This is an optimization exercise on Yosys and OpenROAD, whose aim is small area, a short achievable clock period and few clock cycles per item, not a production implementation. Function was checked by simulation only, so behaviour that the tests miss may differ from the original. No activity file was given, so power comes from the tool's default toggle rates.

==> job 6784 <==
// thread_table_scheduler_core
module thread_table_scheduler_core
#(
   parameter int MAX_ENTRIES = tts_pkg::DEF_MAX_ENTRIES
) (
   input  logic                  clock,
   input  logic                  reset,
   input  logic                  req_valid,
   output logic                  req_stall,
   input  logic [258:0]          req_item,
   output logic                  rsp_valid,
   input  logic                  rsp_stall,
   output logic [202:0]          rsp_item,
   input  logic                  psel,
   input  logic                  penable,
   input  logic                  pwrite,
   input  logic [tts_pkg::CSR_ADDR_W-1:0] paddr,
   input  logic [63:0]           pwdata,
   output logic [63:0]           prdata,
   output logic                  pready
);
   tts_pkg::cmd_type      cmd;
   tts_pkg::cfg_type      cfg;
   tts_pkg::req_item_type req_s;
   tts_pkg::rsp_item_type rsp_s;
   assign req_s    = req_item;
   assign rsp_item = rsp_s;
   assign pready = 1'b1;
   tts_csr u_csr (
      .clock   (clock),
      .reset   (reset),
      .psel    (psel),
      .penable (penable),
      .pwrite  (pwrite),
      .paddr   (paddr),
      .pwdata  (pwdata),
      .prdata  (prdata),
      .cfg     (cfg)
   );
   tts_ctrl u_ctrl (
      .clock     (clock),
      .reset     (reset),
      .req_valid (req_valid),
      .req_stall (req_stall),
      .rsp_valid (rsp_valid),
      .rsp_stall (rsp_stall),
      .cmd       (cmd)
   );
   tts_dp #(
      .MAX_ENTRIES (MAX_ENTRIES)
   ) u_dp (
      .clock    (clock),
      .reset    (reset),
      .cmd      (cmd),
      .cfg      (cfg),
      .req_item (req_s),
      .rsp_item (rsp_s)
   );
endmodule
export LEC_CHECK = 0
export CAP_MARGIN = 20
export CORE_MARGIN = 2
export CORE_UTILIZATION = 60
export PLACE_DENSITY = 0.7
export SETUP_SLACK_MARGIN = 3.6
export SLEW_MARGIN = 20
export SYNTH_HIERARCHICAL = 1
create_clock -name core_clock -period 7.0 [get_ports {clock}]
standard.sh (not shown) runs the stock make flow with config.mk's settings and CLKGATE_MAP_FILE= SYNTH_SCRIPT=/design/flow/synth_recipe.tcl, a recipe that flattens the netlist after the stock synthesis.
==> flow/flow/run.sh <==
#!/bin/bash
# Standard layout with two changes:
#  - port buffers use the smallest buffer cell (buffer_ports -buffer_cell)
#  - CTS with clkbuf_8, larger sink clusters and no dummy loads
# Each tool's full output goes to ORFS's own logs under orfs/logs; make's
# output goes to standard.log here.
set -euo pipefail
export BUFFER_PORTS_ARGS="-buffer_cell sky130_fd_sc_hd__buf_1"
export CTS_ARGS="-sink_clustering_enable -repair_clock_nets -buf_list sky130_fd_sc_hd__clkbuf_8 -dont_use_dummy_load -sink_clustering_size 14 -sink_clustering_max_diameter 90"
bash standard.sh > standard.log 2>&1
==> job 6879: changes against job 6784 <==
--- a/flow/config.mk
+++ b/flow/config.mk
@@ -9,4 +9,4 @@
 export CORE_MARGIN = 2
-export CORE_UTILIZATION = 60
-export PLACE_DENSITY = 0.7
+export CORE_UTILIZATION = 50
+export PLACE_DENSITY = 0.6
 export SETUP_SLACK_MARGIN = 3.6
==> summary.txt <==
Outcome
  – Status: finished clean

Global route
  – GR Util met1: 0.5486
  – Initial antenna violation count: 64

Final layout
  – Net count, final: 10.56k
  – Area grow syn2layout: 12.92%
  – Design Area, Final: 0.1290 mm²

Placement
  – Dpl cells: 12.88k
  – Post-place instance area: 0.1226 mm²

Setup path
  – Bufs and invs on worst path: 4
  – CP max FO: 6
  – Setup crit end: prdata[1]
  – FF-to-FF setup slack: 3.60 ns
  – Worst r2r src: u_dp.rng_ff[4]

Drt
  – First drt pass iteration count: 17

Timing
  – Clock skew: 0.07602 ns

Clock tree
  – Post-CTS setup buffer count: 31
  – Worst-Skew Late Latency: 1.10 ns

Power and ir drop
  – Leakage power: 47.63 nW

Die
  – Core Rows: 175
  – Starting Density: 0.5026
the above is filed under job 6879

==> summary.txt <==
Synth
  – #FFs+latches synth: 3367
  – FFs w/ async S/R, synth: 0
  – Post-synth EDFFs: 18

Power and ir drop
  – Leakage power: 47.94 nW

Clock tree
  – Worst-Skew Late Latency: 1.14 ns
  – Post-CTS setup buffer count: 34

Die
  – Core Rows: 160
  – Starting Density: 0.6025

Drt
  – First drt pass iteration count: 14

Global route
  – Initial antenna violation count: 59

Final layout
  – Design Area, Final: 0.1289 mm²
  – Net count, final: 10.54k
  – Area grow syn2layout: 12.81%

Timing
  – Clock skew: 0.06934 ns

Placement
  – Dpl cells: 12.36k

Setup path
  – FF-to-FF setup slack: 3.61 ns
  – CP max FO: 7
  – Bufs and invs on worst path: 5

Outcome
  – Status: finished clean
the above is filed under job 6784

Testbench counts of job 6784, summed over its fixed seeds: cycles 12,864, items 12,800.
Testbench counts of job 6879, summed over its fixed seeds: cycles 12,864, items 12,800.

========
==> inputs of run H <==
==> flow/design.v <==
package tts_pkg;
   localparam int DEF_MAX_ENTRIES = 16;
   localparam logic [63:0] KERNEL_ROOT_RESET = 64'h0;
   localparam logic [63:0] BOOT_STACK_RESET  = 64'h0000_0000_0009_F000;
   localparam int CSR_ADDR_W = 4;
   localparam logic CSR_KERNEL_ROOT = 1'b0;
   localparam logic CSR_BOOT_STACK  = 1'b1;
   localparam logic [2:0] OP_TICK    = 3'd0;
   localparam logic [2:0] OP_IRQ     = 3'd1;
   localparam logic [2:0] OP_BLOCK   = 3'd2;
   localparam logic [2:0] OP_UNBLOCK = 3'd3;
   localparam logic [2:0] OP_EXIT    = 3'd4;
   localparam logic [2:0] OP_ADD     = 3'd5;
   typedef enum logic [1:0] {
      TS_READY      = 2'd0,
      TS_RUNNING    = 2'd1,
      TS_BLOCKED    = 2'd2,
      TS_TERMINATED = 2'd3
   } thr_state_type;
   typedef struct packed {
      logic [2:0]  op;
      logic [63:0] current_context;
      logic [63:0] new_context;
      logic [63:0] new_stack_top;
      logic [63:0] new_space_root;
   } req_item_type;
   typedef struct packed {
      logic        switched;
      logic [3:0]  thread_index;
      logic [63:0] resume_context;
      logic [63:0] kernel_stack;
      logic [63:0] space_root;
      logic        status;
      logic [4:0]  thread_count;
   } rsp_item_type;
   typedef struct packed {
      logic [63:0] kernel_root;
      logic [63:0] boot_stack_top;
   } cfg_type;
   typedef struct packed {
      logic exec;
   } cmd_type;
endpackage
import tts_pkg::*;
module tts_csr
(
   input  logic                  clock,
   input  logic                  reset,
   input  logic                  psel,
   input  logic                  penable,
   input  logic                  pwrite,
   input  logic [tts_pkg::CSR_ADDR_W-1:0] paddr,
   input  logic [63:0]           pwdata,
   output logic [63:0]           prdata,
   output tts_pkg::cfg_type               cfg
);
   logic [63:0] kernel_root_ff;
   logic [63:0] boot_stack_ff;
   logic        wr_en;
   logic        sel;
   assign wr_en = psel & penable & pwrite;
   assign sel   = paddr[3];
   always_ff @(posedge clock) begin
      if (reset) begin
         kernel_root_ff <= KERNEL_ROOT_RESET;
         boot_stack_ff  <= BOOT_STACK_RESET;
      end else if (wr_en) begin
         if (sel == CSR_BOOT_STACK) begin
            boot_stack_ff <= pwdata;
         end else begin
            kernel_root_ff <= pwdata;
         end
      end
   end
   assign prdata = (sel == CSR_KERNEL_ROOT) ? kernel_root_ff : boot_stack_ff;
   assign cfg.kernel_root    = kernel_root_ff;
   assign cfg.boot_stack_top = boot_stack_ff;
endmodule
import tts_pkg::*;
module tts_ctrl
(
   input  logic    clock,
   input  logic    reset,
   input  logic    req_valid,
   output logic    req_stall,
   output logic    rsp_valid,
   input  logic    rsp_stall,
   output tts_pkg::cmd_type cmd
);
   typedef enum logic [1:0] {
      ST_IDLE = 2'b01,
      ST_RESP = 2'b10
   } ctrl_state_type;
   ctrl_state_type state_ff, state_in;
   always_comb begin
      state_in = state_ff;
      case (state_ff)
         ST_IDLE: begin
            if (req_valid) state_in = ST_RESP;
         end
         ST_RESP: begin
            if (!rsp_stall) state_in = ST_IDLE;
         end
         default: state_in = ST_IDLE;
      endcase
   end
   always_ff @(posedge clock) begin
      if (reset) begin
         state_ff <= ST_IDLE;
      end else begin
         state_ff <= state_in;
      end
   end
   assign req_stall = (state_ff != ST_IDLE);
   assign rsp_valid = (state_ff == ST_RESP);
   assign cmd.exec  = (state_ff == ST_IDLE) && req_valid;
endmodule
import tts_pkg::*;
module tts_dp
#(
   parameter int MAX_ENTRIES = tts_pkg::DEF_MAX_ENTRIES
) (
   input  logic         clock,
   input  logic         reset,
   input  tts_pkg::cmd_type      cmd,
   input  tts_pkg::cfg_type      cfg,
   input  tts_pkg::req_item_type req_item,
   output tts_pkg::rsp_item_type rsp_item
);
   localparam int IDX_W = $clog2(MAX_ENTRIES);
   localparam int CNT_W = $clog2(MAX_ENTRIES + 1);
   logic [1:0]       st_ff [0:MAX_ENTRIES-1];
   logic [1:0]       st_in [0:MAX_ENTRIES-1];
   logic [IDX_W-1:0] cur_ff, cur_in;
   logic [CNT_W-1:0] cnt_ff, cnt_in;
   logic             sw_ff, sw_in;
   logic             status_ff, status_in;
   logic [63:0] ctx_mem  [0:MAX_ENTRIES-1];
   logic [63:0] stk_mem  [0:MAX_ENTRIES-1];
   logic [63:0] root_mem [0:MAX_ENTRIES-1];
   logic [63:0] rd_ctx_ff, rd_stk_ff, rd_root_ff;
   logic             ctx_we;
   logic [IDX_W-1:0] ctx_waddr;
   logic [63:0]      ctx_wdata;
   logic             tab_we;
   logic [IDX_W-1:0] add_idx;
   logic             ctx_fwd;
   logic                   multi;
   logic                   cur_run;
   logic [1:0]             tk_mod_st;
   logic [1:0]             tk_cur_st;
   logic [MAX_ENTRIES-1:0] in_rng;
   logic [MAX_ENTRIES-1:0] rdy_base;
   logic [MAX_ENTRIES-1:0] rdy_tick;
   logic [MAX_ENTRIES-1:0] tk_hi;
   logic [MAX_ENTRIES-1:0] mid_rdy;
   logic                   tk_found;
   logic [IDX_W-1:0]       tk_pick;
   logic [IDX_W-1:0]       irq_best;
   logic                   irq_sw;
   function automatic logic [IDX_W-1:0] first_set(input logic [MAX_ENTRIES-1:0] v);
      logic [IDX_W-1:0] r;
      r = '0;
      for (int i = MAX_ENTRIES - 1; i >= 0; i--) begin
         if (v[i]) r = 4'(i);
      end
      first_set = r;
   endfunction
   assign multi   = (cnt_ff > 5'(1));
   assign cur_run = (st_ff[cur_ff] == TS_RUNNING);
   assign add_idx = cnt_ff[IDX_W-1:0];
   always_comb begin
      case (req_item.op)
         OP_BLOCK: tk_mod_st = TS_BLOCKED;
         OP_EXIT:  tk_mod_st = TS_TERMINATED;
         default:  tk_mod_st = st_ff[cur_ff];
      endcase
      tk_cur_st = (tk_mod_st == TS_RUNNING) ? TS_READY : tk_mod_st;
   end
   always_comb begin
      for (int i = 0; i < MAX_ENTRIES; i++) begin
         in_rng[i]   = (5'(i) < cnt_ff);
         rdy_base[i] = in_rng[i] && (st_ff[i] == TS_READY);
         rdy_tick[i] = (4'(i) == cur_ff) ? (in_rng[i] && (tk_cur_st == TS_READY))
                                             : rdy_base[i];
         tk_hi[i]    = rdy_tick[i] && (4'(i) > cur_ff);
         mid_rdy[i]  = rdy_base[i] && (i >= 2);
      end
   end
   assign tk_found = |rdy_tick;
   assign tk_pick  = (|tk_hi) ? first_set(tk_hi) : first_set(rdy_tick);
   always_comb begin
      if (rdy_base[1] && !(cur_run && (cur_ff == 4'(1)))) begin
         irq_best = 4'(1);
      end else if ((|mid_rdy) && !(cur_run && (cur_ff != '0))) begin
         irq_best = first_set(mid_rdy);
      end else if (cur_run) begin
         irq_best = cur_ff;
      end else begin
         irq_best = '0;
      end
   end
   assign irq_sw = (irq_best != cur_ff);
   always_comb begin
      for (int i = 0; i < MAX_ENTRIES; i++) st_in[i] = st_ff[i];
      cur_in    = cur_ff;
      cnt_in    = cnt_ff;
      sw_in     = 1'b0;
      status_in = 1'b0;
      ctx_we    = 1'b0;
      ctx_waddr = cur_ff;
      ctx_wdata = req_item.current_context;
      tab_we    = 1'b0;
      if (cmd.exec) begin
         case (req_item.op)
            OP_TICK, OP_BLOCK, OP_EXIT: begin
               st_in[cur_ff] = tk_mod_st;
               if (multi) begin
                  ctx_we        = 1'b1;
                  st_in[cur_ff] = tk_cur_st;
                  if (tk_found) begin
                     st_in[tk_pick] = TS_RUNNING;
                     cur_in         = tk_pick;
                     sw_in          = 1'b1;
                  end else begin
                     st_in[cur_ff] = TS_RUNNING;
                  end
               end
            end
            OP_IRQ: begin
               if (multi && irq_sw) begin
                  ctx_we = 1'b1;
                  if (cur_run) st_in[cur_ff] = TS_READY;
                  st_in[irq_best] = TS_RUNNING;
                  cur_in          = irq_best;
                  sw_in           = 1'b1;
               end
            end
            OP_UNBLOCK: begin
               for (int i = 0; i < MAX_ENTRIES; i++) begin
                  if (in_rng[i] && (st_ff[i] == TS_BLOCKED)) st_in[i] = TS_READY;
               end
            end
            OP_ADD: begin
               if (cnt_ff >= 5'(MAX_ENTRIES)) begin
                  status_in = 1'b1;
               end else begin
                  ctx_we         = 1'b1;
                  ctx_waddr      = add_idx;
                  ctx_wdata      = req_item.new_context;
                  tab_we         = 1'b1;
                  st_in[add_idx] = TS_READY;
                  cnt_in         = cnt_ff + 5'(1);
               end
            end
            default: ;
         endcase
      end
   end
   assign ctx_fwd = ctx_we && (ctx_waddr == cur_in);
   always_ff @(posedge clock) begin
      if (reset) begin
         for (int i = 0; i < MAX_ENTRIES; i++) begin
            st_ff[i] <= (i == 0) ? TS_RUNNING : TS_READY;
         end
         cur_ff <= '0;
         cnt_ff <= 5'(1);
      end else if (cmd.exec) begin
         for (int i = 0; i < MAX_ENTRIES; i++) st_ff[i] <= st_in[i];
         cur_ff <= cur_in;
         cnt_ff <= cnt_in;
      end
   end
   always_ff @(posedge clock) begin
      if (cmd.exec) begin
         sw_ff     <= sw_in;
         status_ff <= status_in;
      end
   end
   always_ff @(posedge clock) begin
      if (ctx_we) ctx_mem[ctx_waddr] <= ctx_wdata;
      if (cmd.exec) rd_ctx_ff <= ctx_fwd ? ctx_wdata : ctx_mem[cur_in];
   end
   always_ff @(posedge clock) begin
      if (tab_we) begin
         stk_mem[add_idx]  <= req_item.new_stack_top;
         root_mem[add_idx] <= req_item.new_space_root;
      end
      if (cmd.exec) begin
         rd_stk_ff  <= stk_mem[cur_in];
         rd_root_ff <= root_mem[cur_in];
      end
   end
   always_comb begin
      rsp_item.switched       = sw_ff;
      rsp_item.thread_index   = 4'(cur_ff);
      rsp_item.resume_context = sw_ff ? rd_ctx_ff : 64'd0;
      rsp_item.kernel_stack   = (cur_ff == '0) ? cfg.boot_stack_top : rd_stk_ff;
      rsp_item.space_root     = sw_ff ? ((cur_ff == '0) ? cfg.kernel_root : rd_root_ff)
                                      : 64'd0;
      rsp_item.status         = status_ff;
      rsp_item.thread_count   = 5'(cnt_ff);
   end
endmodule
import tts_pkg::*;
module thread_table_scheduler_core
#(
   parameter int MAX_ENTRIES = tts_pkg::DEF_MAX_ENTRIES
) (
   input  logic                  clock,
   input  logic                  reset,
   input  logic                  req_valid,
   output logic                  req_stall,
   input  logic [258:0]          req_item,
   output logic                  rsp_valid,
   input  logic                  rsp_stall,
   output logic [202:0]          rsp_item,
   input  logic                  psel,
   input  logic                  penable,
   input  logic                  pwrite,
   input  logic [tts_pkg::CSR_ADDR_W-1:0] paddr,
   input  logic [63:0]           pwdata,
   output logic [63:0]           prdata,
   output logic                  pready
);
   tts_pkg::cmd_type      cmd;
   tts_pkg::cfg_type      cfg;
   tts_pkg::req_item_type req_s;
   tts_pkg::rsp_item_type rsp_s;
   assign req_s    = req_item;
   assign rsp_item = rsp_s;
   assign pready = 1'b1;
   tts_csr u_csr (
      .clock   (clock),
      .reset   (reset),
      .psel    (psel),
      .penable (penable),
      .pwrite  (pwrite),
      .paddr   (paddr),
      .pwdata  (pwdata),
      .prdata  (prdata),
      .cfg     (cfg)
   );
   tts_ctrl u_ctrl (
      .clock     (clock),
      .reset     (reset),
      .req_valid (req_valid),
      .req_stall (req_stall),
      .rsp_valid (rsp_valid),
      .rsp_stall (rsp_stall),
      .cmd       (cmd)
   );
   tts_dp #(
      .MAX_ENTRIES (MAX_ENTRIES)
   ) u_dp (
      .clock    (clock),
      .reset    (reset),
      .cmd      (cmd),
      .cfg      (cfg),
      .req_item (req_s),
      .rsp_item (rsp_s)
   );
endmodule
==> flow/run.sh <==
#!/bin/bash
# synth_recipe.tcl (not shown) runs the flow's synth.tcl, then flattens the netlist and writes it again
# the make line also repeats each setting of config.mk as NAME=value (left out here)
make -C /OpenROAD-flow-scripts/flow DESIGN_CONFIG=/design/flow/config.mk WORK_HOME=/design/flow/orfs CLKGATE_MAP_FILE= SYNTH_SCRIPT=/design/flow/synth_recipe.tcl finish
==> flow/config.mk <==
export PLATFORM = sky130hd
export DESIGN_NAME = thread_table_scheduler_core
export DESIGN_NICKNAME = thread_table_scheduler_core
export VERILOG_FILES = /design/flow/design.v
export SDC_FILE = /design/flow/constraint.sdc
export NUM_CORES = 4
export LEC_CHECK = 0
export CAP_MARGIN = 20
export CORE_MARGIN = 2
export CORE_UTILIZATION = 45
export PLACE_DENSITY = 0.6
export SLEW_MARGIN = 20
==> flow/constraint.sdc <==
create_clock -name core_clock -period 7.0 [get_ports {clock}]
set_input_delay 1.4000 -clock core_clock [delete_from_list [all_inputs] [get_ports {clock}]]
set_output_delay 1.4000 -clock core_clock [all_outputs]
set_load 0.01 [all_outputs]
==> run R (differences from run H) <==
==> flow/design.v, changed modules only <==
module tts_ctrl
(
   input  logic    clock,
   input  logic    reset,
   input  logic    req_valid,
   output logic    req_stall,
   output logic    rsp_valid,
   input  logic    rsp_stall,
   output tts_pkg::cmd_type cmd
);
   logic rsp_valid_ff;
   always_ff @(posedge clock) begin
      if (reset) begin
         rsp_valid_ff <= 1'b0;
      end else begin
         rsp_valid_ff <= cmd.exec | (rsp_valid_ff & rsp_stall);
      end
   end
   assign req_stall = rsp_valid_ff & rsp_stall;
   assign rsp_valid = rsp_valid_ff;
   assign cmd.exec  = req_valid & ~req_stall;
endmodule
module tts_dp
#(
   parameter int MAX_ENTRIES = tts_pkg::DEF_MAX_ENTRIES
) (
   input  logic         clock,
   input  logic         reset,
   input  tts_pkg::cmd_type      cmd,
   input  tts_pkg::cfg_type      cfg,
   input  tts_pkg::req_item_type req_item,
   output tts_pkg::rsp_item_type rsp_item
);
   localparam int IDX_W = $clog2(MAX_ENTRIES);
   localparam int CNT_W = $clog2(MAX_ENTRIES + 1);
   logic [1:0]       st_ff [0:MAX_ENTRIES-1];
   logic [1:0]       st_in [0:MAX_ENTRIES-1];
   logic [IDX_W-1:0] cur_ff, cur_in;
   logic [CNT_W-1:0] cnt_ff, cnt_in;
   logic             sw_ff, sw_in;
   logic             status_ff, status_in;
   logic [63:0] ctx_mem  [0:MAX_ENTRIES-1];
   logic [63:0] stk_mem  [0:MAX_ENTRIES-1];
   logic [63:0] root_mem [0:MAX_ENTRIES-1];
   logic             ctx_we;
   logic [IDX_W-1:0] ctx_waddr;
   logic [63:0]      ctx_wdata;
   logic             tab_we;
   logic [IDX_W-1:0] add_idx;
   logic                   multi;
   logic                   cur_run;
   logic [1:0]             tk_mod_st;
   logic [1:0]             tk_cur_st;
   logic [MAX_ENTRIES-1:0] in_rng;
   logic [MAX_ENTRIES-1:0] rdy_base;
   logic [MAX_ENTRIES-1:0] rdy_tick;
   logic [MAX_ENTRIES-1:0] tk_hi;
   logic [MAX_ENTRIES-1:0] mid_rdy;
   logic                   tk_found;
   logic [IDX_W-1:0]       tk_pick;
   logic [IDX_W-1:0]       irq_best;
   logic                   irq_sw;
   function automatic logic [IDX_W-1:0] first_set(input logic [MAX_ENTRIES-1:0] v);
      logic [IDX_W-1:0] r;
      r = '0;
      for (int i = MAX_ENTRIES - 1; i >= 0; i--) begin
         if (v[i]) r = 4'(i);
      end
      first_set = r;
   endfunction
   assign multi   = (cnt_ff > 5'(1));
   assign cur_run = (st_ff[cur_ff] == TS_RUNNING);
   assign add_idx = cnt_ff[IDX_W-1:0];
   always_comb begin
      case (req_item.op)
         OP_BLOCK: tk_mod_st = TS_BLOCKED;
         OP_EXIT:  tk_mod_st = TS_TERMINATED;
         default:  tk_mod_st = st_ff[cur_ff];
      endcase
      tk_cur_st = (tk_mod_st == TS_RUNNING) ? TS_READY : tk_mod_st;
   end
   always_comb begin
      for (int i = 0; i < MAX_ENTRIES; i++) begin
         in_rng[i]   = (5'(i) < cnt_ff);
         rdy_base[i] = in_rng[i] && (st_ff[i] == TS_READY);
         rdy_tick[i] = (4'(i) == cur_ff) ? (in_rng[i] && (tk_cur_st == TS_READY))
                                             : rdy_base[i];
         tk_hi[i]    = rdy_tick[i] && (4'(i) > cur_ff);
         mid_rdy[i]  = rdy_base[i] && (i >= 2);
      end
   end
   assign tk_found = |rdy_tick;
   assign tk_pick  = (|tk_hi) ? first_set(tk_hi) : first_set(rdy_tick);
   always_comb begin
      if (rdy_base[1] && !(cur_run && (cur_ff == 4'(1)))) begin
         irq_best = 4'(1);
      end else if ((|mid_rdy) && !(cur_run && (cur_ff != '0))) begin
         irq_best = first_set(mid_rdy);
      end else if (cur_run) begin
         irq_best = cur_ff;
      end else begin
         irq_best = '0;
      end
   end
   assign irq_sw = (irq_best != cur_ff);
   always_comb begin
      for (int i = 0; i < MAX_ENTRIES; i++) st_in[i] = st_ff[i];
      cur_in    = cur_ff;
      cnt_in    = cnt_ff;
      sw_in     = 1'b0;
      status_in = 1'b0;
      ctx_we    = 1'b0;
      ctx_waddr = cur_ff;
      ctx_wdata = req_item.current_context;
      tab_we    = 1'b0;
      if (cmd.exec) begin
         case (req_item.op)
            OP_TICK, OP_BLOCK, OP_EXIT: begin
               st_in[cur_ff] = tk_mod_st;
               if (multi) begin
                  ctx_we        = 1'b1;
                  st_in[cur_ff] = tk_cur_st;
                  if (tk_found) begin
                     st_in[tk_pick] = TS_RUNNING;
                     cur_in         = tk_pick;
                     sw_in          = 1'b1;
                  end else begin
                     st_in[cur_ff] = TS_RUNNING;
                  end
               end
            end
            OP_IRQ: begin
               if (multi && irq_sw) begin
                  ctx_we = 1'b1;
                  if (cur_run) st_in[cur_ff] = TS_READY;
                  st_in[irq_best] = TS_RUNNING;
                  cur_in          = irq_best;
                  sw_in           = 1'b1;
               end
            end
            OP_UNBLOCK: begin
               for (int i = 0; i < MAX_ENTRIES; i++) begin
                  if (in_rng[i] && (st_ff[i] == TS_BLOCKED)) st_in[i] = TS_READY;
               end
            end
            OP_ADD: begin
               if (cnt_ff >= 5'(MAX_ENTRIES)) begin
                  status_in = 1'b1;
               end else begin
                  ctx_we         = 1'b1;
                  ctx_waddr      = add_idx;
                  ctx_wdata      = req_item.new_context;
                  tab_we         = 1'b1;
                  st_in[add_idx] = TS_READY;
                  cnt_in         = cnt_ff + 5'(1);
               end
            end
            default: ;
         endcase
      end
   end
   always_ff @(posedge clock) begin
      if (reset) begin
         for (int i = 0; i < MAX_ENTRIES; i++) begin
            st_ff[i] <= (i == 0) ? TS_RUNNING : TS_READY;
         end
         cur_ff <= '0;
         cnt_ff <= 5'(1);
      end else if (cmd.exec) begin
         for (int i = 0; i < MAX_ENTRIES; i++) st_ff[i] <= st_in[i];
         cur_ff <= cur_in;
         cnt_ff <= cnt_in;
      end
   end
   always_ff @(posedge clock) begin
      if (cmd.exec) begin
         sw_ff     <= sw_in;
         status_ff <= status_in;
      end
   end
   always_ff @(posedge clock) begin
      if (ctx_we) ctx_mem[ctx_waddr] <= ctx_wdata;
   end
   always_ff @(posedge clock) begin
      if (tab_we) begin
         stk_mem[add_idx]  <= req_item.new_stack_top;
         root_mem[add_idx] <= req_item.new_space_root;
      end
   end
   always_comb begin
      rsp_item.switched       = sw_ff;
      rsp_item.thread_index   = 4'(cur_ff);
      rsp_item.resume_context = sw_ff ? ctx_mem[cur_ff] : 64'd0;
      rsp_item.kernel_stack   = (cur_ff == '0) ? cfg.boot_stack_top : stk_mem[cur_ff];
      rsp_item.space_root     = sw_ff ? ((cur_ff == '0) ? cfg.kernel_root : root_mem[cur_ff])
                                      : 64'd0;
      rsp_item.status         = status_ff;
      rsp_item.thread_count   = 5'(cnt_ff);
   end
endmodule
==> metrics.md <==
| Metric | Value |
|---|---|
| Met2 Wirelength | 203000 microns |
| Post-Synth Simple-Gate Area | 6.96% |
| Bufs w/o clock | around 1100 |
| Status | finished clean |
| Die Y | 559 microns |
| N_taps | between 4000 and 5000 |
| CP bufs+invs | 4 |
| Pre-CTS setup slack | 142 ps |
| Net Switching | 8.86 mW |
| Sequential cell power | 22.7 mW |
| Vias in the first global route | 81700 |
| Pleak | 55.3 nW |
| Top post-synthesis cells by area | edfxtp_1 71%, mux4_2 9.4%, nand2_1 3.6%, dfxtp_1 2.5%, mux2i_1 1.7% |
| Synthesized cell area | 139000 sq um |
| FF-to-FF path depth | 18 |
| Inserted Clock Buffers | approximately 360 |
| Global-route wire length before repair | 604000 microns |
| Reg-to-reg critical path startpoint | u_dp.cnt_ff[2] |
The numbers above come from run H.

==> metrics.md <==
| Metric | Value |
|---|---|
| Post-Synth Simple-Gate Area | 4.35% |
| CP bufs+invs | 3 |
| Status | finished clean |
| FF-to-FF path depth | 13 |
| N_taps | 3762 |
| Reg-to-reg critical path startpoint | u_dp.cur_ff[2] |
| Top post-synthesis cells by area | edfxtp_1 72%, mux4_2 17%, dfxtp_1 2.7%, nand2_1 2.4%, a21oi_1 0.82% |
| Pre-CTS setup slack | around 910 ps |
| Pleak | ~46 nW |
| Net Switching | just over 8 mW |
| Met2 Wirelength | 177000 microns |
| Bufs w/o clock | around 790 |
| Global-route wire length before repair | 514000 microns |
| Inserted Clock Buffers | 337 |
The numbers above come from run R.

Testbench counts of run H, summed over its fixed seeds: cycles 25,600, items 12,800.
Testbench counts of run R, summed over its fixed seeds: cycles 12,832, items 12,800.

-- re-timing with driven ports --
The results above use ideal ports. As a check the final layouts listed here were re-extracted and re-timed, cells and wires unchanged. Step 1, drivers: a clkbuf_16 drives clock and a buf_2 each remaining input, both assumed. Step 2, shift: input delay + t, output delay - t, t = (earliest + latest rising clock arrival at the registers) / 2. This alone moves slack from input paths to output paths. Three values: no drivers, after step 1, after step 2; two values: the first two.
run | shift t [ns] | setup WS [ns] | worst data-port slew with drivers (ns)
job 6784 | 1.204 | 3.288 / 3.158 / 2.450 | 0.22
job 6879 | 1.154 | 3.317 / 3.069 / 2.380 | 0.24
run H | 1.024 | 0.654 / 0.577 / -0.105 | 0.23
run R | 0.987 | 0.702 / 0.598 / 0.639 | 0.32
Met with ideal ports but missed after step 2: setup timing in run H. The setup slack of job 6879, which loses most, moves by -0.248 ns with the drivers and by -0.937 ns with both steps.
